Background: an optimization exercise with open tools, aiming at small area. Do not read the settings as production practice. At most, simulation tests tie the RTL to the original design; equivalence was not proved. Function not checked in runs 4 to 6: the RTL went through the layout flow alone. Power is estimated from default activity; no workload was simulated.

==> design/flow/config.mk <==
export PLATFORM = sky130hd
export DESIGN_NAME = sorted_deadline_alarm_queue
export DESIGN_NICKNAME = sorted_deadline_alarm_queue
export VERILOG_FILES = /design/flow/design.v
export SDC_FILE = /design/flow/constraint.sdc
export NUM_CORES = 4
export LEC_CHECK = 0
export CAP_MARGIN = 20
export CORE_MARGIN = 2
export CORE_UTILIZATION = 40
export CTS_BUF_LIST = sky130_fd_sc_hd__clkbuf_8
export CTS_CLUSTER_DIAMETER = 60
export CTS_CLUSTER_SIZE = 20
export SLEW_MARGIN = 20
==> design/flow/constraint.sdc <==
create_clock -name core_clock -period 10.0 [get_ports {clock}]
set_input_delay 2.0000 -clock core_clock [delete_from_list [all_inputs] [get_ports {clock}]]
set_output_delay 2.0000 -clock core_clock [all_outputs]
set_load 0.01 [all_outputs]
==> design/flow/design.v <==
`timescale 1ns / 1ps
package sdaq_pkg;
   localparam int QUEUE_DEPTH_DEF = 16;
   localparam int TIME_WIDTH_DEF  = 32;
   localparam int ID_W      = 8;
   localparam int DUR_W     = 16;
   localparam int NOW_W     = 32;
   localparam int TPU_W     = 10;
   localparam int PROD_W    = DUR_W + TPU_W;
   localparam int CNT_OUT_W = 5;
   localparam logic [TPU_W-1:0] TPU_RESET = TPU_W'(100);
   localparam int CSR_ADDR_W = 3;
   localparam int CSR_DATA_W = 32;
   localparam logic [0:0] REG_TICKS_PER_UNIT = 1'b0;
   localparam logic OP_SLEEP = 1'b0;
   localparam logic OP_CHECK = 1'b1;
   localparam logic STATUS_OK   = 1'b0;
   localparam logic STATUS_FULL = 1'b1;
   typedef struct packed {
      logic             operation;
      logic [ID_W-1:0]  waiter_id;
      logic [DUR_W-1:0] duration;
      logic [NOW_W-1:0] now;
   } req_type;
   typedef struct packed {
      logic                 woke;
      logic [ID_W-1:0]      woken_id;
      logic                 last;
      logic                 status;
      logic [CNT_OUT_W-1:0] waiting_count;
   } rsp_type;
   typedef enum logic [3:0] {
      S_IDLE,
      S_MUL,
      S_ADD,
      S_SCAN_RD,
      S_SCAN_CMP,
      S_SHIFT_RD,
      S_SHIFT_WR,
      S_INSERT,
      S_CHK_RD,
      S_CHK_CMP,
      S_REPLY
   } state_type;
endpackage
`timescale 1ns / 1ps
module sdaq_ram #(
   parameter int WIDTH = 8,
   parameter int DEPTH = 16
) (
   input  logic                     clock,
   input  logic                     we,
   input  logic [$clog2(DEPTH)-1:0] waddr,
   input  logic [WIDTH-1:0]         wdata,
   input  logic [$clog2(DEPTH)-1:0] raddr,
   output logic [WIDTH-1:0]         rdata
);
   logic [WIDTH-1:0] mem [DEPTH];
   logic [WIDTH-1:0] rdata_ff;
   always_ff @(posedge clock) begin
      if (we) begin
         mem[waddr] <= wdata;
      end
      rdata_ff <= mem[raddr];
   end
   assign rdata = rdata_ff;
endmodule
`timescale 1ns / 1ps
import sdaq_pkg::*;
module sorted_deadline_alarm_queue #(
   parameter int QUEUE_DEPTH = QUEUE_DEPTH_DEF,
   parameter int TIME_WIDTH  = TIME_WIDTH_DEF
) (
   input  logic                  clock,
   input  logic                  reset,
   input  logic                  req_valid,
   output logic                  req_stall,
   input  sdaq_pkg::req_type     req_data,
   output logic                  rsp_valid,
   input  logic                  rsp_stall,
   output sdaq_pkg::rsp_type     rsp_data,
   input  logic                  psel,
   input  logic                  penable,
   input  logic                  pwrite,
   input  logic [CSR_ADDR_W-1:0] paddr,
   input  logic [CSR_DATA_W-1:0] pwdata,
   output logic [CSR_DATA_W-1:0] prdata,
   output logic                  pready
);
   localparam int ENT_W = TIME_WIDTH + ID_W;    
   localparam int W     = 4;                    
   localparam int L     = ENT_W / W;            
   localparam int DLC   = TIME_WIDTH / W;       
   localparam int CW    = $clog2(L);
   localparam int NR    = 15;                   
   localparam logic [2:0] S_IDLE = 3'd0;
   localparam logic [2:0] S_DROP = 3'd1;
   localparam logic [2:0] S_CALC = 3'd2;
   localparam logic [2:0] S_SCAN = 3'd3;
   localparam logic [2:0] S_POP  = 3'd4;
   localparam logic [2:0] S_INS  = 3'd5;
   logic [TPU_W-1:0] tpu_ff;
   logic             csr_wr;
   logic             csr_hit;
   assign pready  = 1'b1;
   assign csr_hit = (paddr[CSR_ADDR_W-1:2] == REG_TICKS_PER_UNIT);
   assign csr_wr  = psel && penable && pwrite;
   assign prdata  = csr_hit ? CSR_DATA_W'(tpu_ff) : '0;
   always_ff @(posedge clock) begin
      if (reset) begin
         tpu_ff <= TPU_RESET;
      end else if (csr_wr && csr_hit) begin
         tpu_ff <= pwdata[TPU_W-1:0];
      end
   end
   logic [2:0]      state_ff;
   logic [CW-1:0]   c_ff;         
   logic [3:0]      q_ff;         
   logic [4:0]      n_ff;         
   logic [4:0]      i_ff;         
   logic            rsp_valid_ff;
   logic            woke_ff, flag_ff;    
   logic [ID_W-1:0] id_ff;
   logic            c_last, op, inloop;
   assign c_last = (c_ff == CW'(L - 1));
   assign op     = req_data.operation;
   assign inloop = !((state_ff == S_CALC) || (state_ff == S_INS) ||
                     ((state_ff == S_SCAN) && !op));
   logic [W*NR*L-1:0] ring_ff;
   logic [W*L-1:0]    s_ff;
   logic [W-1:0]      x, tap, s_out, y, s_in;
   assign x     = ring_ff[W-1:0];
   assign tap   = ring_ff[W*L +: W];
   assign s_out = s_ff[W-1:0];
   always_ff @(posedge clock) begin
      ring_ff <= {y, ring_ff[W*NR*L-1:W]};
      s_ff    <= {s_in, s_ff[W*L-1:W]};
   end
   logic f1_ff, f2_ff;    
   logic [W*L-1:0] dur_v, new_v;
   logic [W-1:0]   a, b, sum, new_lane;
   logic           cy_in, cy_out;
   logic           pass_now, first, rbit;
   assign dur_v    = (W*L)'(req_data.duration);
   assign new_v    = {req_data.waiter_id, req_data.now};
   assign new_lane = new_v[W*c_ff +: W];
   assign pass_now = i_ff[4];
   assign first    = (i_ff == 5'd6);
   assign rbit     = tpu_ff[~i_ff[3:0]];
   always_comb begin
      if (first) begin
         a = '0;
      end else if (pass_now) begin
         a = s_out;
      end else begin
         a = {s_out[W-2:0], (c_ff == '0) ? 1'b0 : f2_ff};
      end
      if (pass_now) begin
         b = new_lane;
      end else begin
         b = rbit ? dur_v[W*c_ff +: W] : '0;
      end
      cy_in = (c_ff == '0) ? 1'b0 : f1_ff;
      {cy_out, sum} = {1'b0, a} + {1'b0, b} + (W+1)'(cy_in);
      if (pass_now && (c_ff >= CW'(DLC))) begin
         sum = b;
      end
   end
   logic [W-1:0] cmp_v, diff;
   logic         bw_in, bw_out, nz, later, cmp_end;
   assign cmp_v = op ? new_lane : s_out;
   assign cmp_end = (c_ff == CW'(DLC - 1));
   assign later   = nz && !diff[W-1];
   always_comb begin
      bw_in = (c_ff == '0) ? 1'b0 : f1_ff;
      {bw_out, diff} = {1'b0, tap} - {1'b0, cmp_v} - (W+1)'(bw_in);
      nz = ((c_ff == '0) ? 1'b0 : f2_ff) | (|diff);
   end
   always_ff @(posedge clock) begin
      f1_ff <= (state_ff == S_CALC) ? cy_out : bw_out;
      f2_ff <= (state_ff == S_CALC) ? s_out[W-1] : nz;
   end
   assign y    = inloop ? s_out : x;
   assign s_in = (state_ff == S_CALC) ? sum :
                 inloop               ? x   : s_out;
   logic pop_go, scan_eval, scan_done, accept;
   assign pop_go    = (state_ff == S_POP) && (q_ff == 4'd0) && !rsp_valid_ff;
   assign scan_eval = (i_ff != '0) || (q_ff == (inloop ? 4'd15 : 4'd14));
   assign scan_done = (i_ff == n_ff) || later;
   always_comb begin
      accept = 1'b0;
      case (state_ff)
         S_IDLE: accept = !rsp_valid_ff && !op && (n_ff == 5'd16);
         S_SCAN: accept = op && cmp_end && scan_eval && scan_done;
         S_INS:  accept = c_last;
         default: accept = 1'b0;
      endcase
   end
   assign req_stall = !accept;
   always_ff @(posedge clock) begin
      if (pop_go && c_last) begin
         id_ff <= {x, s_ff[W*L-1 -: W]};
      end
   end
   always_ff @(posedge clock) begin
      if (reset) begin
         state_ff     <= S_IDLE;
         c_ff         <= '0;
         q_ff         <= '0;
         n_ff         <= '0;
         rsp_valid_ff <= 1'b0;
      end else begin
         c_ff <= c_last ? '0 : c_ff + 1'b1;
         if (c_last) begin
            if (!inloop) begin
               q_ff <= (q_ff == 4'd14) ? 4'd0 : q_ff + 1'b1;
            end else begin
               q_ff <= q_ff + 1'b1;
            end
         end
         if (rsp_valid_ff && !rsp_stall) begin
            rsp_valid_ff <= 1'b0;
         end
         case (state_ff)
            S_IDLE: begin
               if (req_valid && !rsp_valid_ff) begin
                  if (accept) begin
                     rsp_valid_ff <= 1'b1;
                     woke_ff      <= 1'b0;
                     flag_ff      <= 1'b1;
                  end else begin
                     state_ff <= op ? S_SCAN : S_DROP;
                     i_ff     <= '0;
                  end
               end
            end
            S_DROP: begin
               if (c_last && (q_ff == n_ff[3:0])) begin
                  state_ff <= S_CALC;
                  i_ff     <= 5'd6;
                  q_ff     <= (q_ff == 4'd15) ? 4'd0 : q_ff;
               end
            end
            S_CALC: begin
               if (c_last) begin
                  if (pass_now) begin
                     state_ff <= S_SCAN;
                     i_ff     <= '0;
                  end else begin
                     i_ff <= i_ff + 1'b1;
                  end
               end
            end
            S_SCAN: begin
               if (cmp_end && scan_eval) begin
                  if (scan_done) begin
                     if (!op) begin
                        state_ff <= S_INS;
                     end else if (i_ff == '0) begin
                        state_ff     <= S_IDLE;
                        rsp_valid_ff <= 1'b1;
                        woke_ff      <= 1'b0;
                        flag_ff      <= 1'b0;
                     end else begin
                        state_ff <= S_POP;
                     end
                  end else begin
                     i_ff <= i_ff + 1'b1;
                  end
               end
            end
            S_INS: begin
               if (c_last) begin
                  state_ff     <= S_IDLE;
                  q_ff         <= i_ff[3:0] + 1'b1;
                  n_ff         <= n_ff + 1'b1;
                  rsp_valid_ff <= 1'b1;
                  woke_ff      <= 1'b0;
                  flag_ff      <= 1'b0;
               end
            end
            S_POP: begin
               if (pop_go && c_last) begin
                  rsp_valid_ff <= 1'b1;
                  woke_ff      <= 1'b1;
                  flag_ff      <= (i_ff != 5'd1);
                  n_ff         <= n_ff - 1'b1;
                  q_ff         <= q_ff;    
                  i_ff         <= i_ff - 1'b1;
                  if (i_ff == 5'd1) begin
                     state_ff <= S_IDLE;
                  end
               end
            end
            default: begin
               state_ff <= S_IDLE;
            end
         endcase
      end
   end
   assign rsp_valid              = rsp_valid_ff;
   assign rsp_data.woke          = woke_ff;
   assign rsp_data.woken_id      = woke_ff ? id_ff : '0;
   assign rsp_data.last          = !(woke_ff && flag_ff);
   assign rsp_data.status        = !woke_ff && flag_ff;
   assign rsp_data.waiting_count = n_ff;
endmodule
==> design/flow/flow/run.sh <==
#!/bin/bash
# The standard layout (the standard.sh: ORFS from synthesis to the
# final layout) with three changes: the port buffers are made of the
# smallest buffer cell, clock tree synthesis inserts no dummy loads, and the
# constant outputs share the single tie cell synthesis made.
set -e
export BUFFER_PORTS_ARGS="-buffer_cell sky130_fd_sc_hd__buf_1"
export SKIP_REPAIR_TIE_FANOUT=1
export CTS_ARGS="-sink_clustering_enable -repair_clock_nets -buf_list sky130_fd_sc_hd__clkbuf_8 -sink_clustering_size 20 -sink_clustering_max_diameter 60 -dont_use_dummy_load"
bash standard.sh > standard.log 2>&1
==> design/flow/standard.sh <==
#!/bin/bash
# synth_recipe.tcl (not shown) runs the flow's synth.tcl, then flattens the netlist and writes it again
# the make line also repeats each setting of config.mk as NAME=value (left out here)
make -C /OpenROAD-flow-scripts/flow DESIGN_CONFIG=/design/flow/config.mk WORK_HOME=/design/flow/orfs CLKGATE_MAP_FILE= SYNTH_SCRIPT=/design/flow/synth_recipe.tcl "${@:-finish}"
==> impl_metrics.py, run 1 <==
metrics = {
    "worst_setup_path": {
        "cp-start-kind": "primary input",
        "crit_fanout": 4,
        "ff2ff_path_depth": 14,
        "r2r_slack_ns": 4.75,
        "slowest_stage": "fa_1",
        "crit_arrival_ns": 6.00,
        "critPathMaxStageDelay_ns": 0.50,
        "r2r-start": "c_ff[0]",
        "reg2reg_to": "i_ff[3]",
        "path_cells": "buf_1 -> mux4_2 -> mux2i_1 -> o22ai_1 -> mux2i_1 -> fa_1 -> ha_1 -> or2_2 -> fa_1 -> xor2_1 -> a2111oi_4 -> a21oi_2 -> a21o_1 -> a41oi_1 -> buf_1",
        "required_ns": 8.00,
        "crit_path_end_kind": "output pin",
        "critPathKind": "in -> out",
    },
    "pwr": {
        "pwr-share-clk_pct": 23.9,
        "peakVddDrop_uv": 128,
        "seq_power_share_pct": 67.6,
        "power_switching_mw": 1.08,
        "p_int_mw": 3.57,
        "power_mw": 4.65,
        "power.leakage_nw": 7.17,
        "pwr-share-comb_pct": 8.5,
        "p_per_area_nw_per_um2": 252,
        "switching_share_pct": 23.2,
    },
    "synth": {
        "synth.avg_cell_area_sq_um": 15.0,
        "ys_top_cells_by_count": "dfxtp_1 (669), nand2_1 (52), nor2_1 (38)",
        "synth_area_leaders": "dfxtp_1 (78%), edfxtp_1 (2.6%), ha_1 (1.8%)",
        "synth-edff-count": 15,
        "synth.top_cell.area_share_pct": 78.4,
        "ys_warn_count": 1,
        "dominantRegCellSynth": "dfxtp_1",
        "synth_nets": 1270,
        "synthCells": 1142,
        "synth_cell_types": 74,
        "synth_async_sr_flop_share_pct": 0,
        "synth_top_area_cell": "dfxtp_1",
        "yosysMostFrequentCell": "dfxtp_1",
        "synth_seq_area_share_pct": 81.0,
        "ys_ff_latch": 684,
        "syn_area_sq_um": 17100,
    },
    "floorplanning": {
        "die_w_microns": 211,
        "fp.dieArea_sq_um": 44400,
        "initial_core_util_pct": 40.6,
        "dieHeight_microns": 211,
        "io_pins": 150,
        "row_count": 75,
        "coreArea_sq_um": 42000,
    },
    "sta": {
        "timing.fmax_mhz": 125,
        "max_slew_margin_pct": 51.1,
        "finClkSkew_ns": 0.104,
        "tightestPinTransition_ns": 0.733,
        "fin_worst_hold_slack_ns": 0.272,
        "min_period_over_period_pct": 80.0,
        "grt_setup_unrepaired": "false",
        "period_needed_ns": 8.00,
        "hold_viol": 0,
        "tns_ns": 0,
        "finalSetupViolCount": 0,
        "slew_violations": 0,
    },
    "clock_network": {
        "cts_hold_buf": 0,
        "clock_sink_count": 684,
        "root_buffer": "clkbuf_8",
        "clk_latency_ns": 0.62,
        "cts_setup_buffers": 0,
        "cts_tree": "yes",
        "cts_max_level": 2,
        "clk_pin_slew_ns": 0.11,
        "cts_buffer_depth": 3,
        "post_cts_resized": 0,
        "numCtsBuffers": 43,
    },
    "placed_design": {
        "place_inst": 1735,
        "dp_hpwl_microns": 15000,
        "place_congestion": 0.877,
        "io_buffers": 102,
    },
    "final_layout": {
        "area_growth_syn_to_layout_pct": 7.99,
        "instances_no_fill": 1779,
        "post-route-util_pct": 43.9,
        "finalNetCount": 1369,
        "drive_gt1_share_pct": 6.78,
    },
    "min_path": {
        "hp-class": "reg -> reg",
        "holdPathStages": 0,
        "hp-start": "ring_ff[29]",
        "hold_end": "ring_ff[25]",
    },
    "drt": {
        "post_drt_wl_per_cell_microns": 13.6,
        "via_per_inst": 4.36,
        "drt_first_pass_iters": 5,
        "finalWirelength_microns": 24200,
        "ant_nets": 0,
        "drc": 0,
        "num_vias": 7762,
        "drtIter0Drc": 400,
    },
    "run_status": {
        "status": "finished clean",
    },
    "grt": {
        "gr-total-overflow": 0,
        "grt_pass1_wl_microns": 39300,
        "grt_use_total_pct": 11.1,
        "antenna_found_initial": 0,
        "grt_pass1_vias": 7515,
        "grt_max_degree": 29,
    },
    "job": {
        "max-cap-violations": 0,
    },
}
-- worst max-delay path by stage --
stage / cells past startpoint / from / slack (ns) / end
final: 15 / req_data[28] / 2.00 / req_stall
after global routing: 15 / req_data[28] / 1.80 / req_stall
after CTS: 15 / req_data[28] / 1.93 / req_stall
after detailed placement: 15 / req_data[28] / 1.95 / req_stall
after global placement: 15 / req_data[28] / 1.99 / req_stall
after floorplan: 13 / req_data[28] / 2.77 / req_stall
-- kinds of logic after synthesis --
logic type	count (synthesis)	share of synthesized area (%)
flops	684	81.0
simple gates	184	5.74
compound gates	112	4.44
buf+inv	76	2.34
mux	33	2.96
fa+ha+maj	29	2.34
xor+xnor	22	1.13
other cells	2	0.0439
-- per-stage QoR --
stage	setup WS [ns]	cell area, sq um
floorplan	2.77	17100
global placement	1.99	17900
detailed placement	1.95	17900
CTS	1.93	18500
global route	1.80	18500
finish	2.00	18500
-- layout by cell type, fill, tap and decap left out, types with 4 or more instances in the layout --
cell | synthesis | final
a21oi_1 | 36 | 36
inv_1 | 25 | 25
nor3_1 | 15 | 15
a21o_1 | 6 | 6
mux2i_1 | 13 | 13
mux4_2 | 13 | 13
nand3_1 | 12 | 12
mux2_2 | 6 | 6
and2_1 | 10 | 10
nand3b_1 | 7 | 7
nand2_1 | 52 | 52
o22ai_1 | 6 | 6
nand2b_1 | 5 | 5
fa_1 | 5 | 5
buf_1 | 1 | 102
a22oi_1 | 5 | 5
nor2_1 | 38 | 38
ha_1 | 24 | 24
o21ai_0 | 22 | 22
edfxtp_1 | 15 | 15
a31oi_1 | 5 | 5
xor2_1 | 14 | 14
nor2b_1 | 17 | 17
clkbuf_8 | 0 | 43
nand4_1 | 4 | 4
xnor2_1 | 8 | 8
dfxtp_1 | 669 | 669
-- critical path, delay by kind of cell --
kind	cells	cell delay [ns]
buffers and inverters	2	0.26
muxes	3	1.03
xor gates and xnor gates	1	0.20
AOI/OAI and AO/OA	5	1.10
adders and majority gates	3	1.11
and+or+nand+nor	1	0.28
-- layer usage --
layer  GRT usage, %  vias up  share of wire (%)
met3           2.80       55                5.2
met2           15.0      158                 40
met4           4.98        0                3.1
met5              0        -                  0
li1               -     3895                  -
met1           16.6     3654                 52
-- layout make-up --
type                    instances  area [sq um]
inverters                      26          97.6
multi-input cells             382          2850
fillers                      3813         23600
well taps                     539           674
diodes                          1          2.50
clock buffers                  43           592
repair buffers                104           398
flip-flops and latches        684         13800
-- power groups by stage --
stage               Combinational [mW]  Clock (mW)  Sequential (mW)
floorplan                        0.353           0             3.12
global placement                 0.392           0             3.20
detailed placement               0.394           0             3.20
CTS                              0.396        1.17             3.15
global route                     0.438        1.27             3.18
finish                           0.397        1.11             3.14
-- state kept, by name (all words and copies together) (netlist names), 3 cells and up --
register	count
s_ff	40
ring_ff	600
n_ff	5
id_ff	8
i_ff	5
q_ff	4
tpu_ff	10
c_ff	4
state_ff	3
==> run 2, diff against run 1 <==
--- a/design/flow/config.mk
+++ b/design/flow/config.mk
@@ -7,2 +7,3 @@
 export LEC_CHECK = 0
+export ABC_AREA = 1
 export CAP_MARGIN = 20
==> run 2 against run 1 <==
Total power is 4.5% higher. Worst setup slack better by 0.45 ns. Sequential cell count stayed put. Area after synthesis is 0.15% lower. Combinational power is 13% higher. Sequential power is 6% higher. Synthesized cell count is 13% higher. Design area is 0.50% lower. Core utilization is 0.22 points lower. Critical path type is now reg -> out. Largest cell class unchanged. Highest routed layer unchanged.
==> impl_metrics.py, run 2 <==
metrics = {
    "synth": {
        "synthCells": 1290,
        "ys_warn_count": 1,
        "synth_cell_types": 46,
        "synth_top_area_cell": "dfxtp_1",
        "syn_area_sq_um": 17100,
        "ys_ff_latch": 684,
        "synth_async_sr_flop_share_pct": 0,
        "dominantRegCellSynth": "dfxtp_1",
        "yosysMostFrequentCell": "dfxtp_1",
        "synth_seq_area_share_pct": 81.1,
        "synth.top_cell.area_share_pct": 78.5,
        "synth.avg_cell_area_sq_um": 13.2,
        "synth_nets": 1418,
        "ys_top_cells_by_count": "dfxtp_1 (669), nand2_1 (136), inv_1 (84)",
        "synth_area_leaders": "dfxtp_1 (78%), nand2_1 (3.0%), edfxtp_1 (2.6%)",
        "synth-edff-count": 15,
    },
    "grt": {
        "gr-total-overflow": 0,
        "grt_pass1_vias": 7805,
        "antenna_found_initial": 2,
        "grt_pass1_wl_microns": 39900,
        "grt_use_total_pct": 11.2,
        "grt_max_degree": 33,
    },
    "floorplanning": {
        "die_w_microns": 211,
        "row_count": 75,
        "dieHeight_microns": 211,
        "io_pins": 150,
        "fp.dieArea_sq_um": 44300,
        "coreArea_sq_um": 42000,
        "initial_core_util_pct": 40.6,
    },
    "placed_design": {
        "place_area_sq_um": 17800,
        "dp_slack_ns": 2.68,
        "dp_hpwl_microns": 15500,
        "io_buffers": 102,
        "place_inst": 1881,
        "place_congestion": 0.826,
    },
    "sta": {
        "finalSetupViolCount": 0,
        "slew_violations": 0,
        "tns_ns": 0,
        "period_needed_ns": 7.56,
        "max_slew_margin_pct": 36.2,
        "timing.fmax_mhz": 132,
        "fin_ws_ns": 2.44,
        "tightestPinTransition_ns": 0.956,
        "grt_setup_unrepaired": "false",
        "finClkSkew_ns": 0.0416,
        "hold_viol": 0,
        "min_period_over_period_pct": 75.6,
    },
    "clock_network": {
        "clock_sink_count": 684,
        "cts_buffer_depth": 3,
        "cts_tree": "yes",
        "root_buffer": "clkbuf_8",
        "clk_latency_ns": 0.57,
        "cts_setup_buffers": 0,
        "numCtsBuffers": 41,
        "cts_hold_buf": 0,
        "clk_pin_slew_ns": 0.11,
        "post_cts_resized": 0,
        "cts_max_level": 2,
    },
    "drt": {
        "finalWirelength_microns": 24400,
        "drtIter0Drc": 454,
        "drc": 0,
        "ant_nets": 0,
        "num_vias": 8205,
        "via_per_inst": 4.27,
        "post_drt_wl_per_cell_microns": 12.7,
        "drt_first_pass_iters": 9,
    },
    "final_layout": {
        "drive_gt1_share_pct": 4.48,
        "instances_no_fill": 1922,
        "post-route-util_pct": 43.7,
        "largest_reg_flops": 600,
        "final_common_cell": "dfxtp_1",
        "finalNetCount": 1513,
        "final_cell_mix": "dfxtp_1 (669), nand2_1 (136), buf_1 (102)",
        "fillers": 3802,
        "num_antenna_cells": 0,
        "multi_input_area_sq_um": 2560,
        "top_regs": "ring_ff (600), s_ff (40), tpu_ff (10)",
        "design_area_sq_um": 18400,
        "seq_area_sq_um": 13800,
        "regMostFlops": "ring_ff",
        "area_growth_syn_to_layout_pct": 7.61,
    },
    "pwr": {
        "power_switching_mw": 1.17,
        "pwr-share-clk_pct": 22.6,
        "peakVddDrop_uv": 128,
        "p_per_area_nw_per_um2": 265,
        "pwr-share-comb_pct": 9.2,
        "power.leakage_nw": 7.46,
        "seq_power_share_pct": 68.2,
        "switching_share_pct": 24.1,
        "p_int_mw": 3.69,
    },
    "job": {
        "max-cap-violations": 0,
    },
    "worst_setup_path": {
        "crit_arrival_ns": 5.56,
        "required_ns": 8.00,
        "cp-start-kind": "register",
        "critPathKind": "reg -> out",
        "crit_path_end_kind": "output pin",
        "crit_fanout": 32,
    },
    "run_status": {
        "status": "finished clean",
    },
    "min_path": {
        "hp-class": "reg -> reg",
    },
}
[run 2: cell count changes after synthesis, sizes merged, moves of 13 or more]
| cell | delta |
|---|---|
| o21ai | +50 |
| mux4 | -13 |
| nand3 | +17 |
| mux2i | -13 |
| inv | +62 |
| nor2b | -17 |
| nand2 | +89 |
| nor2 | +43 |
[run 2: cells by family after synthesis]
logic type | synth area share [%]
AO/OA/AOI/OAI | 4.95
AND/OR/NAND/NOR | 6.85
buffers and inverters | 3.85
XOR/XNOR | 0.821
adder cells (fa/ha/maj) | 2.35
other | 0.0440
flip-flops | 81.1
[run 2: layout make-up]
type,count,share of cell area [%]
repair buffers,102,2.09
clock buffers,41,3.07
multi-input cells,467,13.9
inverters,89,1.82
well taps,539,3.67
flip-flops and latches,684,75.4
[run 2: stage by stage]
step	total power, mW	hold slack, ns
finish	4.86	0.298
global route	5.13	0.287
CTS	4.93	0.296
detailed placement	3.82	0.312
global placement	3.82	0.311
floorplan	3.65	0.310
[run 2: final timing paths]
| check | endpoint | slack [ns] | cells after the start | from |
|---|---|---|---|---|
| max | req_stall | 2.44 | 20 | c_ff[0] |
| min | ring_ff[5] | 0.30 | 0 | ring_ff[9] |
| max reg2reg | i_ff[2] | 4.57 | 19 | c_ff[0] |
| min reg2reg | ring_ff[5] | 0.30 | 0 | ring_ff[9] |
[run 2: per-layer routing]
metal | part of all wire (%) | global-route usage (%) | vias up
li1 | - | - | 4203
met1 | 53 | 16.4 | 3770
met2 | 40 | 16.0 | 186
met3 | 4.6 | 2.41 | 46
met4 | 2.7 | 4.42 | 0
met5 | 0 | 0 | -
[run 2: worst max-delay path, cell delays in order (launching register included)]
cell and delay [ns]:
dfxtp_1 0.96, inv_1 0.64, o21ai_0 0.37, o22ai_1 0.11, nand2_1 0.07, nand3_1 0.10
o21ai_0 0.30, fa_1 0.50, ha_1 0.20, or2_2 0.28, fa_1 0.43, inv_1 0.06
nand2_1 0.04, nor2_1 0.08, nand3_1 0.08, nand2_1 0.10, nand2_1 0.11, nand3_1 0.11
nor2_1 0.07, nor2_2 0.15, buf_1 0.20
[run 2: power groups by stage]
stage	Sequential (mW)	Combinational (mW)	Clock, mW
after floorplan	3.29	0.360	0
after global placement	3.37	0.443	0
after detailed placement	3.37	0.446	0
after CTS	3.33	0.448	1.15
after global routing	3.37	0.513	1.25
final	3.32	0.449	1.10
==> run 3, diff against run 2 <==
--- a/design/flow/flow/run.sh
+++ b/design/flow/flow/run.sh
@@ -8,3 +8,3 @@
 export SKIP_REPAIR_TIE_FANOUT=1
-export CTS_ARGS="-sink_clustering_enable -repair_clock_nets -buf_list sky130_fd_sc_hd__clkbuf_8 -sink_clustering_size 20 -sink_clustering_max_diameter 60 -dont_use_dummy_load"
+export CTS_ARGS="-sink_clustering_enable -repair_clock_nets -buf_list sky130_fd_sc_hd__clkbuf_8 -sink_clustering_size 22 -sink_clustering_max_diameter 55 -dont_use_dummy_load"
 bash standard.sh > standard.log 2>&1
--- a/design/flow/config.mk
+++ b/design/flow/config.mk
@@ -10,6 +10,4 @@
 export CORE_MARGIN = 2
-export CORE_UTILIZATION = 40
-export CTS_BUF_LIST = sky130_fd_sc_hd__clkbuf_8
-export CTS_CLUSTER_DIAMETER = 60
-export CTS_CLUSTER_SIZE = 20
+export CORE_UTILIZATION = 60
+export PLACE_DENSITY = 0.7
 export SLEW_MARGIN = 20
==> run 3 against run 2 <==
Worst setup slack better by 0.19 ns. Critical path depth unchanged. Area after synthesis unchanged. First-iteration DRC count increased by 41%. Clock skew increased by 0.037 ns. Largest power group unchanged. Count of clock-buffer cells in the layout down 1.
==> impl_metrics.py, run 3 <==
metrics = {
    "sta": {
        "finClkSkew_ns": 0.0785,
        "min_period_over_period_pct": 73.6,
        "fin_worst_hold_slack_ns": 0.281,
        "tns_ns": 0,
        "max_slew_margin_pct": 35.2,
        "period_needed_ns": 7.36,
        "finalSetupViolCount": 0,
        "hold_viol": 0,
        "grt_setup_unrepaired": "false",
        "tightestPinTransition_ns": 0.971,
        "timing.fmax_mhz": 136,
        "slew_violations": 0,
    },
    "grt": {
        "grt_use_total_pct": 15.7,
        "gr-total-overflow": 0,
        "grt_max_degree": 33,
        "grt_pass1_vias": 7739,
        "grt_pass1_wl_microns": 38600,
        "antenna_found_initial": 1,
    },
    "run_status": {
        "status": "finished clean",
    },
    "synth": {
        "synth.top_cell.area_share_pct": 78.5,
        "synth_nets": 1418,
        "synth_async_sr_flop_share_pct": 0,
        "dominantRegCellSynth": "dfxtp_1",
        "ys_warn_count": 1,
        "synth_cell_types": 46,
        "synth-edff-count": 15,
        "synthCells": 1290,
        "synth_area_leaders": "dfxtp_1 (78%), nand2_1 (3.0%), edfxtp_1 (2.6%)",
        "yosysMostFrequentCell": "dfxtp_1",
        "ys_ff_latch": 684,
        "synth_top_area_cell": "dfxtp_1",
        "synth.avg_cell_area_sq_um": 13.2,
        "syn_area_sq_um": 17100,
        "ys_top_cells_by_count": "dfxtp_1 (669), nand2_1 (136), inv_1 (84)",
        "synth_seq_area_share_pct": 81.1,
    },
    "final_layout": {
        "top_regs": "ring_ff (600), s_ff (40), tpu_ff (10)",
        "largest_reg_flops": 600,
        "drive_gt1_share_pct": 4.41,
        "design_area_sq_um": 18100,
        "final_common_cell": "dfxtp_1",
        "regMostFlops": "ring_ff",
        "area_growth_syn_to_layout_pct": 6.37,
        "final_cell_mix": "dfxtp_1 (669), nand2_1 (136), buf_1 (102)",
        "fillers": 2050,
        "instances_no_fill": 1761,
        "finalNetCount": 1512,
        "post-route-util_pct": 65.1,
    },
    "pwr": {
        "p_per_area_nw_per_um2": 267,
        "peakVddDrop_uv": 171,
        "power.leakage_nw": 7.45,
    },
    "worst_setup_path": {
        "crit_arrival_ns": 5.36,
        "ff2ff_path_depth": 19,
        "cp-start-kind": "register",
        "critPathMaxStageDelay_ns": 0.95,
        "r2r-start": "c_ff[0]",
        "crit_path_end_kind": "output pin",
        "crit_cells": 20,
        "r2r_slack_ns": 4.76,
        "slowest_stage": "dfxtp_1",
        "reg2reg_to": "i_ff[3]",
        "worst_path_dominant_cell_family": "simple AND/OR/NAND/NOR gates",
        "required_ns": 8.00,
        "critPathKind": "reg -> out",
        "path_cells": "inv_1 -> o21ai_0 -> o22ai_1 -> nand2_1 -> nand3_1 -> o21ai_0 -> fa_1 -> ha_1 -> or2_2 -> fa_1 -> inv_1 -> nand2_1 -> nor2_1 -> nand3_1 -> nand2_1 -> nand2_1 -> nand3_1 -> nor2_1 -> nor2_2 -> buf_1",
        "critical_path_buf_inv_count": 3,
        "cp_common_cell": "nand2_1",
        "crit_fanout": 32,
    },
    "drt": {
        "num_vias": 8197,
        "finalWirelength_microns": 23500,
        "via_per_inst": 4.65,
        "drc": 0,
        "post_drt_wl_per_cell_microns": 13.3,
        "drtIter0Drc": 641,
        "ant_nets": 0,
        "drt_first_pass_iters": 5,
    },
    "min_path": {
        "hp-start": "s_ff[29]",
        "hp-class": "reg -> reg",
        "hold_end": "s_ff[25]",
        "holdPathStages": 0,
    },
    "clock_network": {
        "post_cts_resized": 0,
        "root_buffer": "clkbuf_8",
        "numCtsBuffers": 40,
        "cts_max_level": 2,
        "cts_setup_buffers": 0,
        "clk_latency_ns": 0.56,
        "cts_tree": "yes",
        "clock_sink_count": 684,
        "cts_hold_buf": 0,
        "clk_pin_slew_ns": 0.11,
        "cts_buffer_depth": 3,
    },
    "placed_design": {
        "place_inst": 1720,
        "place_congestion": 0.857,
        "place_area_sq_um": 17600,
        "dp_hpwl_microns": 14800,
        "io_buffers": 102,
    },
    "floorplanning": {
        "initial_core_util_pct": 61.2,
        "coreArea_sq_um": 27900,
        "fp.dieArea_sq_um": 29800,
        "io_pins": 150,
        "dieHeight_microns": 173,
        "row_count": 61,
        "die_w_microns": 173,
    },
    "job": {
        "max-cap-violations": 0,
    },
}
run 3: cell counts after synthesis:
Identical to the previous run, type by type.
run 3: report_power, final:
part / switching (mW) / internal (mW) / leakage [nW]
Sequential: 0.147 / 3.17 / 5.58
Clock: 0.710 / 0.363 / 0.288
Combinational: 0.297 / 0.151 / 1.58
Total: 1.15 / 3.68 / 7.45
run 3: per-layer routing:
| layer | GRT usage, % | vias to the layer above | wire length, microns |
|---|---|---|---|
| met4 | 5.63 | 0 | 673 |
| li1 | - | 4204 | - |
| met3 | 3.14 | 47 | 1170 |
| met1 | 24.0 | 3736 | 12400 |
| met2 | 22.2 | 210 | 9210 |
| met5 | 0 | - | 0 |
run 3: cell type report:
cell class | count | area [sq um] | area share, %
well taps | 378 | 473 | 2.61
multi-input cells | 467 | 2560 | 14.1
inverters | 89 | 334 | 1.84
repair buffers | 102 | 383 | 2.11
clock buffers | 40 | 551 | 3.03
diodes | 1 | 2.50 | 0.0138
flip-flops and latches | 684 | 13800 | 76.3
run 3: logic make-up after synthesis:
kind of cell / synth area share [%]
compound gates: 4.95
buf+inv: 3.85
flops: 81.1
simple gates: 6.85
other cells: 0.0440
xor+xnor: 0.821
fa+ha+maj: 2.35
run 3: metrics by stage:
step	worst slack, ns	power (mW)
floorplan	3.41	3.65
global placement	2.84	3.81
detailed placement	2.77	3.81
CTS	2.66	4.89
global route	2.22	5.08
finish	2.64	4.84
run 3: worst max-delay path by stage:
stage | start | endpoint
final | c_ff[0] | req_stall
after floorplan | req_data[4] | req_stall
after global placement | req_data[56] | req_stall
after global routing | c_ff[0] | req_stall
after detailed placement | req_data[56] | req_stall
after CTS | c_ff[0] | req_stall
run 3: worst register-to-register path, stage by stage (launching register included):
cell and delay (ns):
dfxtp_1 0.95, inv_1 0.65, o21ai_0 0.34, o22ai_1 0.10
nand2_1 0.07, nand3_1 0.13, o21ai_0 0.25, fa_1 0.48
ha_1 0.20, or2_2 0.28, fa_1 0.43, inv_1 0.07
nand2_1 0.05, nor2_1 0.08, nand3_1 0.09, nand2_1 0.09
nand2_1 0.10, nand2_1 0.10, o211ai_1 0.10, nor2_1 0.36
==> run 4, diff against run 3 <==
--- a/design/flow/design.v
+++ b/design/flow/design.v
@@ -189,2 +189,9 @@
    assign scan_done = (i_ff == n_ff) || later;
+   logic [3:0] q_inc;
+   logic [4:0] i_step, n_step;
+   logic       down;
+   assign down   = (state_ff == S_POP);
+   assign q_inc  = ((state_ff == S_INS) ? i_ff[3:0] : q_ff) + 1'b1;
+   assign i_step = i_ff + {{4{down}}, 1'b1};
+   assign n_step = n_ff + {{4{down}}, 1'b1};
    always_comb begin
@@ -215,5 +222,5 @@
             if (!inloop) begin
-               q_ff <= (q_ff == 4'd14) ? 4'd0 : q_ff + 1'b1;
+               q_ff <= (q_ff == 4'd14) ? 4'd0 : q_inc;
             end else begin
-               q_ff <= q_ff + 1'b1;
+               q_ff <= q_inc;
             end
@@ -249,3 +256,3 @@
                   end else begin
-                     i_ff <= i_ff + 1'b1;
+                     i_ff <= i_step;
                   end
@@ -267,3 +274,3 @@
                   end else begin
-                     i_ff <= i_ff + 1'b1;
+                     i_ff <= i_step;
                   end
@@ -274,4 +281,4 @@
                   state_ff     <= S_IDLE;
-                  q_ff         <= i_ff[3:0] + 1'b1;
-                  n_ff         <= n_ff + 1'b1;
+                  q_ff         <= q_inc;
+                  n_ff         <= n_step;
                   rsp_valid_ff <= 1'b1;
@@ -286,5 +293,5 @@
                   flag_ff      <= (i_ff != 5'd1);
-                  n_ff         <= n_ff - 1'b1;
+                  n_ff         <= n_step;
                   q_ff         <= q_ff;    
-                  i_ff         <= i_ff - 1'b1;
+                  i_ff         <= i_step;
                   if (i_ff == 5'd1) begin
--- a/design/flow/flow/run.sh
+++ b/design/flow/flow/run.sh
@@ -8,3 +8,3 @@
 export SKIP_REPAIR_TIE_FANOUT=1
-export CTS_ARGS="-sink_clustering_enable -repair_clock_nets -buf_list sky130_fd_sc_hd__clkbuf_8 -sink_clustering_size 22 -sink_clustering_max_diameter 55 -dont_use_dummy_load"
+export CTS_ARGS="-sink_clustering_enable -repair_clock_nets -buf_list sky130_fd_sc_hd__clkbuf_8 -sink_clustering_size 20 -sink_clustering_max_diameter 60 -dont_use_dummy_load"
 bash standard.sh > standard.log 2>&1
--- a/design/flow/config.mk
+++ b/design/flow/config.mk
@@ -10,4 +10,6 @@
 export CORE_MARGIN = 2
-export CORE_UTILIZATION = 60
-export PLACE_DENSITY = 0.7
+export CORE_UTILIZATION = 40
+export CTS_BUF_LIST = sky130_fd_sc_hd__clkbuf_8
+export CTS_CLUSTER_DIAMETER = 60
+export CTS_CLUSTER_SIZE = 20
 export SLEW_MARGIN = 20
==> run 4 against run 3 <==
Sequential cell count unchanged. Worst hold slack improved by 0.013 ns. Critical path depth up 2. Combinational power is 5.1% higher.
==> impl_metrics.py, run 4 <==
metrics = {
    "sta": {
        "min_period_over_period_pct": 73.9,
        "max_slew_margin_pct": 37.3,
        "fin_worst_hold_slack_ns": 0.294,
        "tns_ns": 0,
        "finClkSkew_ns": 0.0629,
        "timing.fmax_mhz": 135,
        "period_needed_ns": 7.39,
        "finalSetupViolCount": 0,
        "fin_ws_ns": 2.61,
        "slew_violations": 0,
        "tightestPinTransition_ns": 0.937,
        "hold_viol": 0,
        "grt_setup_unrepaired": "false",
    },
    "worst_setup_path": {
        "cp-start-kind": "primary input",
        "cp_common_cell": "nand2_1",
        "worst_path_dominant_cell_family": "simple AND/OR/NAND/NOR gates",
        "crit_path_end_kind": "output pin",
        "critPathKind": "in -> out",
        "required_ns": 8.00,
        "r2r-start": "c_ff[0]",
        "reg2reg_to": "i_ff[0]",
        "slowest_stage": "fa_1",
        "path_cells": "buf_1 -> o21ai_0 -> o22ai_1 -> nand2_1 -> and3_1 -> nand2_1 -> o21ai_0 -> fa_1 -> inv_1 -> ha_1 -> or2_2 -> fa_1 -> inv_1 -> nand2_1 -> nor2_1 -> nand3_1 -> nand2_1 -> nand2_1 -> nand4_1 -> nand2_1 -> inv_1 -> buf_1",
        "r2r_slack_ns": 5.01,
        "crit_arrival_ns": 5.39,
        "critPathMaxStageDelay_ns": 0.58,
        "crit_fanout": 3,
        "ff2ff_path_depth": 21,
        "critical_path_buf_inv_count": 5,
    },
    "floorplanning": {
        "fp.dieArea_sq_um": 44200,
        "coreArea_sq_um": 41900,
        "initial_core_util_pct": 40.5,
        "io_pins": 150,
        "dieHeight_microns": 210,
        "die_w_microns": 210,
        "row_count": 75,
    },
    "final_layout": {
        "final_common_cell": "dfxtp_1",
        "seq_area_sq_um": 13800,
        "post-route-util_pct": 43.7,
        "finalNetCount": 1515,
        "num_antenna_cells": 0,
        "area_growth_syn_to_layout_pct": 7.91,
        "design_area_sq_um": 18300,
        "multi_input_area_sq_um": 2550,
        "regMostFlops": "ring_ff",
        "top_regs": "ring_ff (600), s_ff (40), tpu_ff (10)",
        "drive_gt1_share_pct": 4.82,
        "instances_no_fill": 1928,
        "largest_reg_flops": 600,
        "final_cell_mix": "dfxtp_1 (669), nand2_1 (135), buf_1 (102)",
        "fillers": 3837,
    },
    "clock_network": {
        "clk_pin_slew_ns": 0.11,
        "cts_buffer_depth": 3,
        "cts_hold_buf": 0,
        "cts_max_level": 2,
        "clk_latency_ns": 0.57,
        "clock_sink_count": 684,
        "cts_setup_buffers": 0,
        "post_cts_resized": 0,
        "root_buffer": "clkbuf_8",
        "numCtsBuffers": 41,
        "cts_tree": "yes",
    },
    "grt": {
        "grt_pass1_wl_microns": 39800,
        "grt_pass1_vias": 7742,
        "gr-total-overflow": 0,
        "grt_max_degree": 33,
        "grt_use_total_pct": 11.2,
        "antenna_found_initial": 0,
    },
    "placed_design": {
        "io_buffers": 102,
        "place_inst": 1887,
        "place_area_sq_um": 17800,
        "place_congestion": 0.862,
        "dp_slack_ns": 2.59,
        "dp_hpwl_microns": 15300,
    },
    "min_path": {
        "hold_end": "ring_ff[133]",
        "holdPathStages": 0,
        "hp-class": "reg -> reg",
        "hp-start": "ring_ff[137]",
    },
    "synth": {
        "synth_top_area_cell": "dfxtp_1",
        "syn_area_sq_um": 17000,
        "synth_nets": 1416,
        "dominantRegCellSynth": "dfxtp_1",
        "yosysMostFrequentCell": "dfxtp_1",
        "synth_area_leaders": "dfxtp_1 (79%), nand2_1 (3.0%), edfxtp_1 (2.6%)",
        "synth.avg_cell_area_sq_um": 13.2,
        "ys_ff_latch": 684,
        "synth_seq_area_share_pct": 81.4,
        "synth_async_sr_flop_share_pct": 0,
        "ys_warn_count": 1,
        "ys_top_cells_by_count": "dfxtp_1 (669), nand2_1 (135), nor2_1 (91)",
        "synth_cell_types": 46,
        "synth.top_cell.area_share_pct": 78.8,
        "synth-edff-count": 15,
        "synthCells": 1292,
    },
    "pwr": {
        "power_switching_mw": 1.17,
        "peakVddDrop_uv": 122,
        "power_mw": 4.87,
        "pwr-share-clk_pct": 22.4,
        "power.leakage_nw": 7.43,
        "p_int_mw": 3.70,
        "pwr-share-comb_pct": 9.7,
        "switching_share_pct": 24.0,
        "seq_power_share_pct": 67.9,
        "p_per_area_nw_per_um2": 265,
    },
    "run_status": {
        "status": "finished clean",
    },
    "drt": {
        "ant_nets": 0,
        "finalWirelength_microns": 24100,
        "drt_first_pass_iters": 6,
        "drtIter0Drc": 465,
        "post_drt_wl_per_cell_microns": 12.5,
        "via_per_inst": 4.24,
        "num_vias": 8175,
        "drc": 0,
    },
    "job": {
        "max-cap-violations": 0,
    },
}
==> run 4: layout make-up <==
class / instances / share of cell area, %
tap: 539 / 3.68
inverter: 85 / 1.74
sequential: 684 / 75.5
timing repair buffer: 103 / 2.13
clock buffer: 41 / 3.08
multi-input combinational: 476 / 13.9
==> run 4: logic make-up (layout without fill, tap and decap cells) <==
kind of cell             count (synthesis)  in the layout  synth area share [%]
flip-flops                             684            684                  81.4
AND/OR/NAND/NOR                        298            298                  7.65
AO/OA/AOI/OAI                          132            132                  4.23
buffers and inverters                  132            229                  3.55
adder cells (fa/ha/maj)                 25             25                  2.11
XOR/XNOR                                18             18                 0.927
other                                    2              2                0.0442
multiplexers                             1              1                0.0589
==> run 4: how the worst max path moves through the flow <==
stage / cells past startpoint / end / from
after floorplan: 20 / req_stall / req_data[8]
after global placement: 22 / req_stall / req_data[8]
after detailed placement: 22 / req_stall / req_data[8]
after CTS: 22 / req_stall / req_data[8]
after global routing: 22 / req_stall / c_ff[0]
final: 22 / req_stall / req_data[8]
==> run 4: power by group through the flow <==
| stage | sequential, mW | clock, mW | combinational, mW |
|---|---|---|---|
| after CTS | 3.31 | 1.15 | 0.473 |
| after global routing | 3.35 | 1.25 | 0.543 |
| final | 3.31 | 1.09 | 0.471 |
| after floorplan | 3.29 | 0 | 0.378 |
| after global placement | 3.37 | 0 | 0.462 |
| after detailed placement | 3.36 | 0 | 0.470 |
==> run 4: metal layers <==
| layer | up-vias | part of all wire [%] | GRT usage [%] |
|---|---|---|---|
| li1 | 4214 | - | - |
| met1 | 3733 | 54 | 16.8 |
| met4 | 0 | 2.6 | 4.21 |
| met2 | 176 | 39 | 15.7 |
| met5 | - | 0 | 0 |
| met3 | 52 | 4.8 | 2.52 |
==> run 5, diff against run 4 <==
--- a/design/flow/design.v
+++ b/design/flow/design.v
@@ -124,3 +124,3 @@
    logic            c_last, op, inloop;
-   assign c_last = (c_ff == CW'(L - 1));
+   assign c_last = c_ff[3] && c_ff[0];
    assign op     = req_data.operation;
@@ -145,3 +145,4 @@
    assign new_v    = {req_data.waiter_id, req_data.now};
-   assign new_lane = new_v[W*c_ff +: W];
+   assign new_lane = c_ff[3] ? (c_ff[0] ? new_v[39:36] : new_v[35:32])
+                             : new_v[W*c_ff[2:0] +: W];
    assign pass_now = i_ff[4];
@@ -160,3 +161,3 @@
       end else begin
-         b = rbit ? dur_v[W*c_ff +: W] : '0;
+         b = (rbit && !c_ff[3] && !c_ff[2]) ? dur_v[W*c_ff[1:0] +: W] : '0;
       end
@@ -164,3 +165,3 @@
       {cy_out, sum} = {1'b0, a} + {1'b0, b} + (W+1)'(cy_in);
-      if (pass_now && (c_ff >= CW'(DLC))) begin
+      if (pass_now && c_ff[3]) begin    
          sum = b;
@@ -171,3 +172,3 @@
    assign cmp_v = op ? new_lane : s_out;
-   assign cmp_end = (c_ff == CW'(DLC - 1));
+   assign cmp_end = (c_ff[2:0] == 3'd7);
    assign later   = nz && !diff[W-1];
==> run 5 against run 4 <==
Design area shrank 0.30%. Sequential power is 2% lower. Count of clock-buffer cells in the layout is 1 higher. Area after synthesis fell by 0.35%. Critical path type unchanged. Largest cell class unchanged.
==> impl_metrics.py, run 5 <==
metrics = {
    "synth": {
        "synth-edff-count": 15,
        "ys_warn_count": 1,
        "synth.avg_cell_area_sq_um": 13.2,
        "ys_top_cells_by_count": "dfxtp_1 (669), nand2_1 (132), nor2_1 (90)",
        "synth_top_area_cell": "dfxtp_1",
        "synth_area_leaders": "dfxtp_1 (79%), nand2_1 (2.9%), edfxtp_1 (2.7%)",
        "synth_cell_types": 44,
        "synthCells": 1285,
        "ys_ff_latch": 684,
        "yosysMostFrequentCell": "dfxtp_1",
        "syn_area_sq_um": 16900,
        "synth_nets": 1409,
        "synth_seq_area_share_pct": 81.7,
        "synth.top_cell.area_share_pct": 79.1,
        "dominantRegCellSynth": "dfxtp_1",
        "synth_async_sr_flop_share_pct": 0,
    },
    "final_layout": {
        "num_antenna_cells": 0,
        "design_area_sq_um": 18300,
        "post-route-util_pct": 43.7,
        "largest_reg_flops": 600,
        "final_cell_mix": "dfxtp_1 (669), nand2_1 (132), buf_1 (102)",
        "final_common_cell": "dfxtp_1",
        "instances_no_fill": 1923,
        "area_growth_syn_to_layout_pct": 7.96,
        "top_regs": "ring_ff (600), s_ff (40), tpu_ff (10)",
        "regMostFlops": "ring_ff",
        "drive_gt1_share_pct": 4.55,
        "finalNetCount": 1510,
    },
    "clock_network": {
        "clk_pin_slew_ns": 0.10,
        "cts_tree": "yes",
        "post_cts_resized": 0,
        "clk_latency_ns": 0.57,
        "numCtsBuffers": 42,
        "cts_buffer_depth": 3,
        "root_buffer": "clkbuf_8",
        "clock_sink_count": 684,
        "cts_max_level": 2,
        "cts_setup_buffers": 0,
        "cts_hold_buf": 0,
    },
    "placed_design": {
        "place_inst": 1881,
        "place_area_sq_um": 17700,
        "dp_slack_ns": 2.43,
        "io_buffers": 102,
        "place_congestion": 0.835,
        "dp_hpwl_microns": 16800,
    },
    "drt": {
        "drc": 0,
        "via_per_inst": 4.28,
        "post_drt_wl_per_cell_microns": 13.3,
        "num_vias": 8225,
        "drt_first_pass_iters": 7,
        "finalWirelength_microns": 25500,
        "ant_nets": 0,
        "drtIter0Drc": 407,
    },
    "worst_setup_path": {
        "crit_path_end_kind": "output pin",
        "startpoint": "req_data[8]",
        "crit_fanout": 3,
        "r2r_slack_ns": 4.61,
        "critPathKind": "in -> out",
        "ff2ff_path_depth": 17,
        "r2r-start": "c_ff[1]",
        "crit_arrival_ns": 5.56,
        "required_ns": 8.00,
        "reg2reg_to": "i_ff[1]",
        "critPathCapture": "req_stall",
        "cp-start-kind": "primary input",
    },
    "pwr": {
        "pwr-share-comb_pct": 8.7,
        "peakVddDrop_uv": 138,
        "power.leakage_nw": 7.38,
        "power_switching_mw": 1.12,
        "p_per_area_nw_per_um2": 259,
        "p_int_mw": 3.62,
        "pwr-share-clk_pct": 23.2,
        "switching_share_pct": 23.7,
        "power_mw": 4.74,
        "seq_power_share_pct": 68.1,
    },
    "run_status": {
        "status": "finished clean",
    },
    "sta": {
        "slew_violations": 0,
        "tns_ns": 0,
        "timing.fmax_mhz": 132,
        "finalSetupViolCount": 0,
        "grt_setup_unrepaired": "false",
        "tightestPinTransition_ns": 0.825,
        "min_period_over_period_pct": 75.6,
        "fin_ws_ns": 2.44,
        "hold_viol": 0,
        "fin_worst_hold_slack_ns": 0.269,
        "max_slew_margin_pct": 44.9,
        "period_needed_ns": 7.56,
        "finClkSkew_ns": 0.0535,
    },
    "floorplanning": {
        "io_pins": 150,
        "fp.dieArea_sq_um": 44000,
        "coreArea_sq_um": 41900,
        "dieHeight_microns": 210,
        "initial_core_util_pct": 40.5,
        "row_count": 75,
        "die_w_microns": 210,
    },
    "job": {
        "max-cap-violations": 0,
    },
    "grt": {
        "antenna_found_initial": 1,
        "grt_use_total_pct": 11.9,
        "grt_pass1_vias": 7853,
        "grt_pass1_wl_microns": 41100,
        "grt_max_degree": 31,
        "gr-total-overflow": 0,
    },
    "min_path": {
        "hp-class": "reg -> reg",
        "hp-start": "ring_ff[59]",
    },
}
==> run 5: power groups by stage <==
stage	logic, mW	clock network (mW)	registers, mW
finish	0.412	1.10	3.23
global route	0.478	1.25	3.27
CTS	0.417	1.16	3.23
detailed placement	0.416	0	3.28
global placement	0.407	0	3.28
floorplan	0.337	0	3.21
==> run 5: final cells by class <==
type,count,area [sq um]
fillers,3888,23600
clock buffers,42,578
flip-flops and latches,684,13800
well taps,539,674
multi-input cells,464,2460
inverters,91,343
repair buffers,103,390
==> run 5: critical path, cell delays in order <==
cell,delay (ns)
buf_1,0.06
o21ai_0,0.06
o22ai_1,0.44
nand2_1,0.11
o211ai_1,0.19
o21ai_0,0.17
fa_1,0.57
inv_1,0.06
ha_1,0.17
or2_2,0.28
fa_1,0.48
inv_1,0.04
nand2_1,0.05
nor2_1,0.04
nand3_1,0.08
nand2_1,0.09
a21oi_1,0.24
nand2_1,0.09
nand2_1,0.08
inv_1,0.06
buf_1,0.16
==> run 5: kinds of logic (layout without fill, tap and decap cells) <==
group           count (synthesis)  after routing  share of synthesized area, %
simple gates                  285            285                          7.16
other cells                     2              2                        0.0443
compound gates                140            140                          4.58
buf+inv                       137            236                          3.76
flops                         684            684                          81.7
fa+ha+maj                      25             25                          2.11
xor+xnor                       12             12                         0.620
==> run 5: worst min path at each step <==
stage                         endpoint  slack, ns  depth (start not counted)
after floorplan             ring_ff[0]       0.31                          0
after global placement     ring_ff[21]       0.31                          0
after detailed placement  ring_ff[440]       0.31                          0
after CTS                  ring_ff[87]       0.27                          0
after global routing       ring_ff[87]       0.26                          0
final                      ring_ff[55]       0.27                          0
==> run 5: per-layer routing <==
layer | vias up | wire length, microns | GRT usage [%]
li1 | 4192 | - | -
met1 | 3798 | 13300 | 17.6
met2 | 182 | 10100 | 17.1
met3 | 51 | 1450 | 2.87
met4 | 2 | 603 | 4.04
met5 | - | 13 | 0
==> run 6, diff against run 5 <==
--- a/design/flow/design.v
+++ b/design/flow/design.v
@@ -212,2 +212,14 @@
    end
+   logic emit, scan_hit;
+   assign scan_hit = cmp_end && scan_eval && scan_done;
+   assign emit     = (req_valid && accept && (state_ff == S_IDLE)) ||
+                     ((state_ff == S_INS) && c_last) ||
+                     (scan_hit && op && (i_ff == '0)) ||
+                     (pop_go && c_last);
+   always_ff @(posedge clock) begin
+      if (emit) begin
+         woke_ff <= (state_ff == S_POP);
+         flag_ff <= (state_ff == S_POP) ? (i_ff != 5'd1) : (state_ff == S_IDLE);
+      end
+   end
    always_ff @(posedge clock) begin
@@ -220,3 +232,4 @@
       end else begin
-         c_ff <= c_last ? '0 : c_ff + 1'b1;
+         c_ff         <= c_last ? '0 : c_ff + 1'b1;
+         rsp_valid_ff <= emit || (rsp_valid_ff && rsp_stall);
          if (c_last) begin
@@ -228,16 +241,7 @@
          end
-         if (rsp_valid_ff && !rsp_stall) begin
-            rsp_valid_ff <= 1'b0;
-         end
          case (state_ff)
             S_IDLE: begin
-               if (req_valid && !rsp_valid_ff) begin
-                  if (accept) begin
-                     rsp_valid_ff <= 1'b1;
-                     woke_ff      <= 1'b0;
-                     flag_ff      <= 1'b1;
-                  end else begin
-                     state_ff <= op ? S_SCAN : S_DROP;
-                     i_ff     <= '0;
-                  end
+               if (req_valid && !rsp_valid_ff && !accept) begin
+                  state_ff <= op ? S_SCAN : S_DROP;
+                  i_ff     <= '0;
                end
@@ -262,17 +266,6 @@
             S_SCAN: begin
-               if (cmp_end && scan_eval) begin
-                  if (scan_done) begin
-                     if (!op) begin
-                        state_ff <= S_INS;
-                     end else if (i_ff == '0) begin
-                        state_ff     <= S_IDLE;
-                        rsp_valid_ff <= 1'b1;
-                        woke_ff      <= 1'b0;
-                        flag_ff      <= 1'b0;
-                     end else begin
-                        state_ff <= S_POP;
-                     end
-                  end else begin
-                     i_ff <= i_step;
-                  end
+               if (scan_hit) begin
+                  state_ff <= !op ? S_INS : (i_ff == '0) ? S_IDLE : S_POP;
+               end else if (cmp_end && scan_eval) begin
+                  i_ff <= i_step;
                end
@@ -281,8 +274,5 @@
                if (c_last) begin
-                  state_ff     <= S_IDLE;
-                  q_ff         <= q_inc;
-                  n_ff         <= n_step;
-                  rsp_valid_ff <= 1'b1;
-                  woke_ff      <= 1'b0;
-                  flag_ff      <= 1'b0;
+                  state_ff <= S_IDLE;
+                  q_ff     <= q_inc;
+                  n_ff     <= n_step;
                end
@@ -291,8 +281,5 @@
                if (pop_go && c_last) begin
-                  rsp_valid_ff <= 1'b1;
-                  woke_ff      <= 1'b1;
-                  flag_ff      <= (i_ff != 5'd1);
-                  n_ff         <= n_step;
-                  q_ff         <= q_ff;    
-                  i_ff         <= i_step;
+                  n_ff <= n_step;
+                  q_ff <= q_ff;    
+                  i_ff <= i_step;
                   if (i_ff == 5'd1) begin
==> run 6 against run 5 <==
Highest routed layer is now met4. Still clean on timing, DRC and antenna. Cell count fell by 1.1%. Global-route usage fell by 0.80 points. Critical path depth fell by 1. Via count fell by 1.9%. Maximum frequency fell by 2.9%. Die area barely moved. Synthesized cell count fell by 1.8%.
==> impl_metrics.py, run 6 <==
metrics = {
    "sta": {
        "period_needed_ns": 7.78,
        "finalSetupViolCount": 0,
        "max_slew_margin_pct": 31.8,
        "tns_ns": 0,
        "timing.fmax_mhz": 128,
        "hold_viol": 0,
        "min_period_over_period_pct": 77.8,
        "grt_setup_unrepaired": "false",
        "finClkSkew_ns": 0.0634,
        "tightestPinTransition_ns": 1.02,
        "slew_violations": 0,
    },
    "drt": {
        "drc": 0,
        "finalWirelength_microns": 24300,
        "post_drt_wl_per_cell_microns": 12.8,
        "num_vias": 8071,
        "drt_first_pass_iters": 5,
        "drtIter0Drc": 442,
        "via_per_inst": 4.25,
        "ant_nets": 0,
    },
    "floorplanning": {
        "die_w_microns": 210,
        "coreArea_sq_um": 41900,
        "fp.dieArea_sq_um": 44000,
        "dieHeight_microns": 210,
        "initial_core_util_pct": 40.4,
        "row_count": 75,
        "io_pins": 150,
    },
    "worst_setup_path": {
        "path_cells": "clkinv_1 -> o21ai_0 -> o22ai_1 -> nand2_1 -> nand3_1 -> o21ai_0 -> fa_1 -> ha_1 -> or2_2 -> fa_1 -> inv_1 -> nand2_1 -> nor2_1 -> nand3_1 -> nand2_1 -> nand2_1 -> nand3_4 -> o21ai_0 -> nand2_1 -> buf_1",
        "critPathMaxStageDelay_ns": 1.00,
        "critical_path_buf_inv_count": 3,
        "worst_path_dominant_cell_family": "adder cells",
        "crit_arrival_ns": 5.78,
        "crit_fanout": 31,
        "crit_path_end_kind": "output pin",
        "required_ns": 8.00,
        "cp_common_cell": "nand2_1",
        "critPathKind": "reg -> out",
        "cp-start-kind": "register",
        "slowest_stage": "dfxtp_1",
    },
    "pwr": {
        "pwr-share-comb_pct": 8.8,
        "switching_share_pct": 23.4,
        "p_per_area_nw_per_um2": 261,
        "power_switching_mw": 1.12,
        "p_int_mw": 3.66,
        "peakVddDrop_uv": 122,
        "seq_power_share_pct": 68.0,
        "power.leakage_nw": 7.44,
        "pwr-share-clk_pct": 23.2,
    },
    "grt": {
        "antenna_found_initial": 0,
        "gr-total-overflow": 0,
        "grt_pass1_wl_microns": 39300,
        "grt_pass1_vias": 7690,
        "grt_use_total_pct": 11.1,
        "grt_max_degree": 32,
    },
    "clock_network": {
        "numCtsBuffers": 43,
        "cts_setup_buffers": 0,
        "clock_sink_count": 684,
        "clk_pin_slew_ns": 0.10,
        "root_buffer": "clkbuf_8",
        "post_cts_resized": 0,
        "cts_tree": "yes",
        "clk_latency_ns": 0.58,
        "cts_hold_buf": 0,
        "cts_buffer_depth": 3,
        "cts_max_level": 2,
    },
    "synth": {
        "ys_warn_count": 1,
        "synth_cell_types": 47,
        "synth_area_leaders": "dfxtp_1 (79%), nand2_1 (2.8%), edfxtp_1 (2.7%)",
        "synth_top_area_cell": "dfxtp_1",
        "ys_ff_latch": 684,
        "synth_async_sr_flop_share_pct": 0,
        "dominantRegCellSynth": "dfxtp_1",
        "ys_top_cells_by_count": "dfxtp_1 (669), nand2_1 (126), inv_1 (85)",
        "yosysMostFrequentCell": "dfxtp_1",
        "synth.avg_cell_area_sq_um": 13.4,
        "syn_area_sq_um": 16900,
        "synthCells": 1262,
        "synth_nets": 1386,
        "synth_seq_area_share_pct": 81.8,
        "synth.top_cell.area_share_pct": 79.1,
        "synth-edff-count": 15,
    },
    "final_layout": {
        "finalNetCount": 1488,
        "area_growth_syn_to_layout_pct": 8.12,
        "regMostFlops": "ring_ff",
        "instances_no_fill": 1901,
        "largest_reg_flops": 600,
        "final_cell_mix": "dfxtp_1 (669), nand2_1 (126), buf_1 (102)",
        "num_antenna_cells": 0,
        "final_common_cell": "dfxtp_1",
        "top_regs": "ring_ff (600), s_ff (40), tpu_ff (10)",
        "drive_gt1_share_pct": 5.21,
        "post-route-util_pct": 43.7,
    },
    "placed_design": {
        "place_congestion": 0.809,
        "dp_hpwl_microns": 15600,
        "io_buffers": 102,
        "place_inst": 1858,
    },
    "job": {
        "max-cap-violations": 0,
    },
    "min_path": {
        "hp-class": "reg -> reg",
    },
    "run_status": {
        "status": "finished clean",
    },
}
-- run 6: cell count changes after synthesis, sizes merged, moves of 3 or more --
cell	delta
a211oi	+5
a21oi	-6
buf	-8
clkbuf	+7
nand2	-6
nor2	-9
nor3	-6
o211ai	-3
o21ai	-7
o221ai	+3
-- run 6: path summary, 6_finish.rpt --
check              startpoint     endpoint  cells past startpoint  slack (ns)
setup reg to reg      c_ff[0]      i_ff[1]                     21        4.17
hold / removal    ring_ff[27]  ring_ff[23]                      0        0.26
hold reg to reg   ring_ff[27]  ring_ff[23]                      0        0.26
setup / recovery      c_ff[0]    req_stall                     20        2.22
-- run 6: power groups by stage --
| stage | combinational (mW) | sequential, mW | clock [mW] |
|---|---|---|---|
| 2_1_floorplan | 0.334 | 3.25 | 0 |
| 3_3_place_gp | 0.414 | 3.32 | 0 |
| 3_5_place_dp | 0.420 | 3.31 | 0 |
| 4_1_cts | 0.422 | 3.26 | 1.17 |
| 5_1_grt | 0.483 | 3.30 | 1.26 |
| 6_report | 0.419 | 3.25 | 1.11 |
-- run 6: worst reg2reg max path: stages (launching register included) --
cell and delay, ns:
dfxtp_1 1.00, clkinv_1 0.87, o21ai_0 0.38, o22ai_1 0.12, nand2_1 0.07, nand3_1 0.14, o21ai_0 0.24, fa_1 0.47
ha_1 0.21, or2_2 0.30, fa_1 0.43, inv_1 0.07, nand2_1 0.05, nor2_1 0.09, nand3_1 0.10, nand2_1 0.11
a21oi_1 0.08, nand3_2 0.08, nand3_2 0.07, nand2_2 0.11, nand3_1 0.08, nor2_1 0.36
-- run 6: cell families after synthesis --
kind of cell / share of synthesized area [%]
AO/OA/AOI/OAI: 4.73
XOR/XNOR: 0.673
adder cells (fa/ha/maj): 2.11
buffers and inverters: 3.67
flip-flops: 81.8
other: 0.0444
AND/OR/NAND/NOR: 6.97
-- run 6: cell type report --
cell class,count,area [sq um]
multi-input combinational,441,2460
sequential,684,13800
inverter,92,345
tap,539,674
clock buffer,43,592
fill,3848,23600
timing repair buffer,102,383
-- run 6: through the flow --
stage / instance area, sq um / setup WS, ns / power (mW) / hold WS (ns)
after floorplan: 16900 / 3.35 / 3.58 / 0.310
after global routing: 18300 / 1.64 / 5.04 / 0.243
final: 18300 / 2.22 / 4.78 / 0.265
after global placement: 17700 / 2.64 / 3.73 / 0.310
after CTS: 18300 / 2.18 / 4.85 / 0.249
after detailed placement: 17700 / 2.58 / 3.73 / 0.312
-- run 6: per-layer routing --
layer | share of wire (%) | vias up | GRT usage, %
met3 | 6.3 | 55 | 2.87
li1 | - | 4125 | -
met2 | 41 | 187 | 16.6
met4 | 2.8 | 0 | 3.64
met1 | 50 | 3704 | 15.7
met5 | 0 | - | 0

## afterwards: timing with drivers on the ports
No port has a modelled driver above. Below, the same layouts with a new extraction and two added sets of constraints.
Step 1 assumes that a clkbuf_16 drives the clock port and a buf_2 every other input.
Step 2 also shifts input and output timing later by t, the mid clock arrival at the registers, as if the neighbouring blocks saw the same clock.
a / b / c = no drivers / after step 1 / after step 2; a / b = the first two.
| run | t, ns | setup slack, ns | hold slack, ns | latest minus earliest clock arrival (ns) | worst register clock-pin slew, ns |
|---|---|---|---|---|---|
| run 1 | 0.610 | 1.997 / 1.971 / 1.971 | 0.272 / 0.272 / 0.272 | 0.111 / 0.112 | 0.11 / 0.11 |
| run 2 | 0.599 | 2.444 / 2.398 / 2.620 | 0.298 / 0.298 / 0.298 | 0.051 / 0.051 | 0.11 / 0.11 |
| run 3 | 0.562 | 2.635 / 2.594 / 2.720 | 0.281 / 0.281 / 0.281 | 0.087 / 0.087 | 0.12 / 0.12 |
| run 4 | 0.594 | 2.607 / 2.572 / 2.572 | 0.294 / 0.294 / 0.294 | 0.082 / 0.081 | 0.11 / 0.11 |
| run 5 | 0.595 | 2.442 / 2.418 / 2.418 | 0.269 / 0.269 / 0.269 | 0.064 / 0.063 | 0.12 / 0.12 |
| run 6 | 0.589 | 2.216 / 2.167 / 2.576 | 0.265 / 0.265 / 0.265 | 0.078 / 0.078 | 0.11 / 0.11 |
After both steps every run listed still meets setup and hold. The setup slack of run 4, which loses most, moves by -0.035 ns with the drivers and by -0.035 ns with both steps.
